This is an optimization exercise on Yosys and OpenROAD, whose aim is small area, a short achievable clock period and few clock cycles per item, not a production implementation. Only simulation tests tie the RTL to the original design; equivalence was not proved.

==> job 2899: inputs <==
## asin_top
module asin_top
(
    input  logic        clock,
    input  logic        i_rst,
    input  logic        i_valid,
    output logic        o_ready,
    input  logic [31:0] i_x,
    output logic        o_valid,
    input  logic        i_ready,
    output logic [31:0] o_asin
);
    function automatic logic [31:0] fnorm(input logic sign, input logic [7:0] e0,
                                          input logic [23:0] ph, input logic zero);
        logic [7:0]  e1;
        e1 = e0 - 8'd1;
        if (zero)
            fnorm = '0;
        else
            fnorm = {sign, ph[23] ? e0 : e1, ph[23] ? ph[22:0] : {ph[21:0], 1'b0}};
    endfunction
    function automatic logic [24:0] add24(input logic [23:0] a, input logic [23:0] b,
                                          input logic ci);
        logic [23:0] g;
        logic [23:0] p;
        logic [23:0] gn;
        logic [23:0] pn;
        logic [24:0] c;
        g = a & b;
        p = a ^ b;
        g[0] = g[0] | (p[0] & ci);
        for (int span = 1; span < 24; span = span * 2)
        begin
            gn = g;
            pn = p;
            for (int i = 0; i < 24; i++)
                if ((i / span) % 2 == 1)
                begin
                    gn[i] = g[i] | (p[i] & g[(i / span) * span - 1]);
                    pn[i] = p[i] & p[(i / span) * span - 1];
                end
            g = gn;
            p = pn;
        end
        c = {g, ci};
        add24 = {c[24], (a ^ b) ^ c[23:0]};
    endfunction
    function automatic logic [31:0] fmul3(input logic [31:0] a);
        logic [25:0] t;
        logic [7:0]  e1;
        logic [7:0]  e2;
        t  = {2'b01, a[22:0]} + {1'b1, a[22:0], 1'b0};
        e2 = a[30:23] + 8'd2;
        e1 = a[30:23] + 8'd1;
        if (a[30:0] == '0)
  ...
clock: 27.0 ns
lec_check: 0
abc_area: 1
cap_margin: 20
core_margin: 2
core_utilization: 65
place_density: 0.75
slew_margin: 20
synth_hierarchical: 1
synth_minimum_keep_size: 0
standard.sh (not shown) runs the stock make flow with config.mk's settings and CLKGATE_MAP_FILE= SYNTH_SCRIPT=/design/flow/synth_recipe.tcl, a recipe that flattens the netlist after the stock synthesis.
==> flow/flow/run.sh <==
#!/bin/bash
# The standard layout (the standard.sh, which also runs the standard
# synthesis), with two changes to how it is made:
#  - the timing repair after floorplan, CTS and global routing is asked to
#    leave setup slack well beyond what the clock needs (flow/margin.txt, ns),
#    so the layout runs faster than the constraint requires;
#  - the port buffers are sky130_fd_sc_hd__buf_2 rather than the delay
#    buffer buffer_ports picks on its own.
# The clock period and every constraint stay the design's own.
# The full make output goes to standard_flow.log here; ORFS keeps each
# tool's log under orfs/logs.
set -euo pipefail
MARGIN=$(cat flow/margin.txt)
bash standard.sh SETUP_SLACK_MARGIN="$MARGIN" \
    BUFFER_PORTS_ARGS="-buffer_cell sky130_fd_sc_hd__buf_2" finish > standard_flow.log 2>&1
==> flow/flow/margin.txt <==
20.6
==> inputs of job 3370, as changes to job 2899 <==
--- a/flow/config.mk
+++ b/flow/config.mk
@@ -9,6 +9,6 @@
 export CAP_MARGIN = 20
 export CORE_MARGIN = 2
-export CORE_UTILIZATION = 65
-export PLACE_DENSITY = 0.75
+export CORE_UTILIZATION = 55
+export PLACE_DENSITY = 0.65
 export SLEW_MARGIN = 20
 export SYNTH_HIERARCHICAL = 1
==> inputs of job 3495, as changes to job 2899 <==
--- a/flow/config.mk
+++ b/flow/config.mk
@@ -9,6 +9,8 @@
 export CAP_MARGIN = 20
 export CORE_MARGIN = 2
-export CORE_UTILIZATION = 65
-export PLACE_DENSITY = 0.75
+export CORE_UTILIZATION = 55
+export CTS_CLUSTER_DIAMETER = 120
+export CTS_CLUSTER_SIZE = 24
+export PLACE_DENSITY = 0.65
 export SLEW_MARGIN = 20
 export SYNTH_HIERARCHICAL = 1
==> impl_results.md <==
* Worst hold endpoint: x5[29]$_DFF_P_
* Met2 usage at 49.1%
* Placed Cells at 9980
* Hold path startpoint: x4[29]$_DFF_P_
* Non-Filler Instances at 10200
* DR vias at 56400
* Setup Skew at 64.7 ps
* N_diodes at 1
* H-tree depth at 3
* Die width at 365 µm
* Status: complete, no violations
# the run above: job 3370

==> impl_results.md <==
* Placed Cells at 9711
* Non-Filler Instances at 9898
* Hold path startpoint: sq2[24]$_DFF_P_
* Worst hold endpoint: sq3[24]$_DFF_P_
* Die width at 336 µm
* H-tree depth at 3
* Met2 usage at 57.0%
* Status: complete, no violations
* Setup Skew at 48.6 ps
* N_diodes at 1
# the run above: job 2899

==> impl_results.md <==
* H-tree depth at 2
* Met2 usage at 48.6%
* Setup Skew at 41.9 ps
* Hold path startpoint: x4[30]$_DFF_P_
* Placed Cells at 9980
* N_diodes at 3
* Die width at 365 µm
* Status: complete, no violations
* Worst hold endpoint: x5[30]$_DFF_P_
* DR vias at 55800
# the run above: job 3495

Testbench counts of job 2899, summed over its fixed seeds: cycles 4,872, items 4,800.
Testbench counts of job 3370, summed over its fixed seeds: cycles 4,872, items 4,800.
Testbench counts of job 3495, summed over its fixed seeds: cycles 4,872, items 4,800.

========
==> run X: inputs <==
Another version of the RTL of asin_top (not shown whole).
==> flow/config.mk <==
export PLATFORM = sky130hd
export DESIGN_NAME = asin_top
export DESIGN_NICKNAME = asin_top
export VERILOG_FILES = /design/flow/design.v
export SDC_FILE = /design/flow/constraint.sdc
export NUM_CORES = 4
export LEC_CHECK = 0
export ABC_CLOCK_PERIOD_IN_PS = 5000
export CAP_MARGIN = 20
export CORE_MARGIN = 2
export CORE_UTILIZATION = 55
export PLACE_DENSITY = 0.65
export SLEW_MARGIN = 20
==> flow/constraint.sdc <==
create_clock -name core_clock -period 27.0 [get_ports {clock}]
set_input_delay 5.4000 -clock core_clock [delete_from_list [all_inputs] [get_ports {clock}]]
set_output_delay 5.4000 -clock core_clock [all_outputs]
set_load 0.01 [all_outputs]
run.sh (not shown) runs the stock make flow with config.mk's settings and CLKGATE_MAP_FILE= SYNTH_SCRIPT=/design/flow/synth_recipe.tcl, a recipe that flattens the netlist after the stock synthesis.
Stock flow here: none of the scripts above is used.
==> inputs of run B, as changes to run X <==
==> flow/flow/run.sh (new file) <==
#!/bin/bash
# The standard layout, with the timing repair after placement, CTS and
# global routing asked to leave setup slack well beyond what the clock
# needs, so that the layout runs faster than the constraint requires.
# The clock period and every constraint stay the design's own.
set -euo pipefail
MARGIN=$(cat flow/margin.txt)
bash standard.sh SETUP_SLACK_MARGIN="$MARGIN" finish > standard_flow.log 2>&1
==> flow/flow/margin.txt (new file) <==
19
==> flow/standard.sh (new file) <==
#!/bin/bash
# synth_recipe.tcl (not shown) runs the flow's synth.tcl, then flattens the netlist and writes it again
# the make line also repeats each setting of config.mk as NAME=value (left out here)
make -C /OpenROAD-flow-scripts/flow DESIGN_CONFIG=/design/flow/config.mk WORK_HOME=/design/flow/orfs CLKGATE_MAP_FILE= SYNTH_SCRIPT=/design/flow/synth_recipe.tcl "${@:-finish}"
removed: flow/run.sh
==> notes <==
In count of clock-buffer cells in the layout, run B and run X do not differ.
Register-to-register slack: run X is lower than run B (1400 ps).
In synthesized area, run B and run X do not differ.
Of run B and run X, run B has the higher routed wire length (gap about 0.34%, measured against run X).
In flip-flop and latch count, run X and run B do not differ.
Testbench counts of run X, summed over its fixed seeds: cycles 4,872, items 4,800.
Testbench counts of run B, summed over its fixed seeds: cycles 4,872, items 4,800.

## what the ideal ports hide
No port has a modelled driver above. Below, the same layouts with a new extraction and two added sets of constraints. Step 1: set_driving_cell puts a clkbuf_16 on clock and a buf_2 on each other input, an assumption about the parent block. Step 2 times the ports against the registers' clock, not the clock port: input delays grow and output delays shrink by t, the midpoint of the rising clock arrivals with the driver on. a / b / c = no drivers / after step 1 / after step 2; a / b = the first two.
run	t (ns)	setup slack, ns	worst setup path at the end
job 2899	0.730	20.455 / 20.384 / 20.088	input to register
job 3370	0.742	20.461 / 20.374 / 20.012	input to register
job 3495	0.707	20.481 / 20.408 / 20.186	input to register
run X	0.768	18.084 / 18.084 / 18.084	register to register
run B	0.766	19.448 / 19.448 / 19.448	register to register
After both steps setup and hold are still met in every run listed. For job 3370, which loses most, drivers alone change the setup slack by -0.087 ns; drivers and shift together by -0.449 ns.
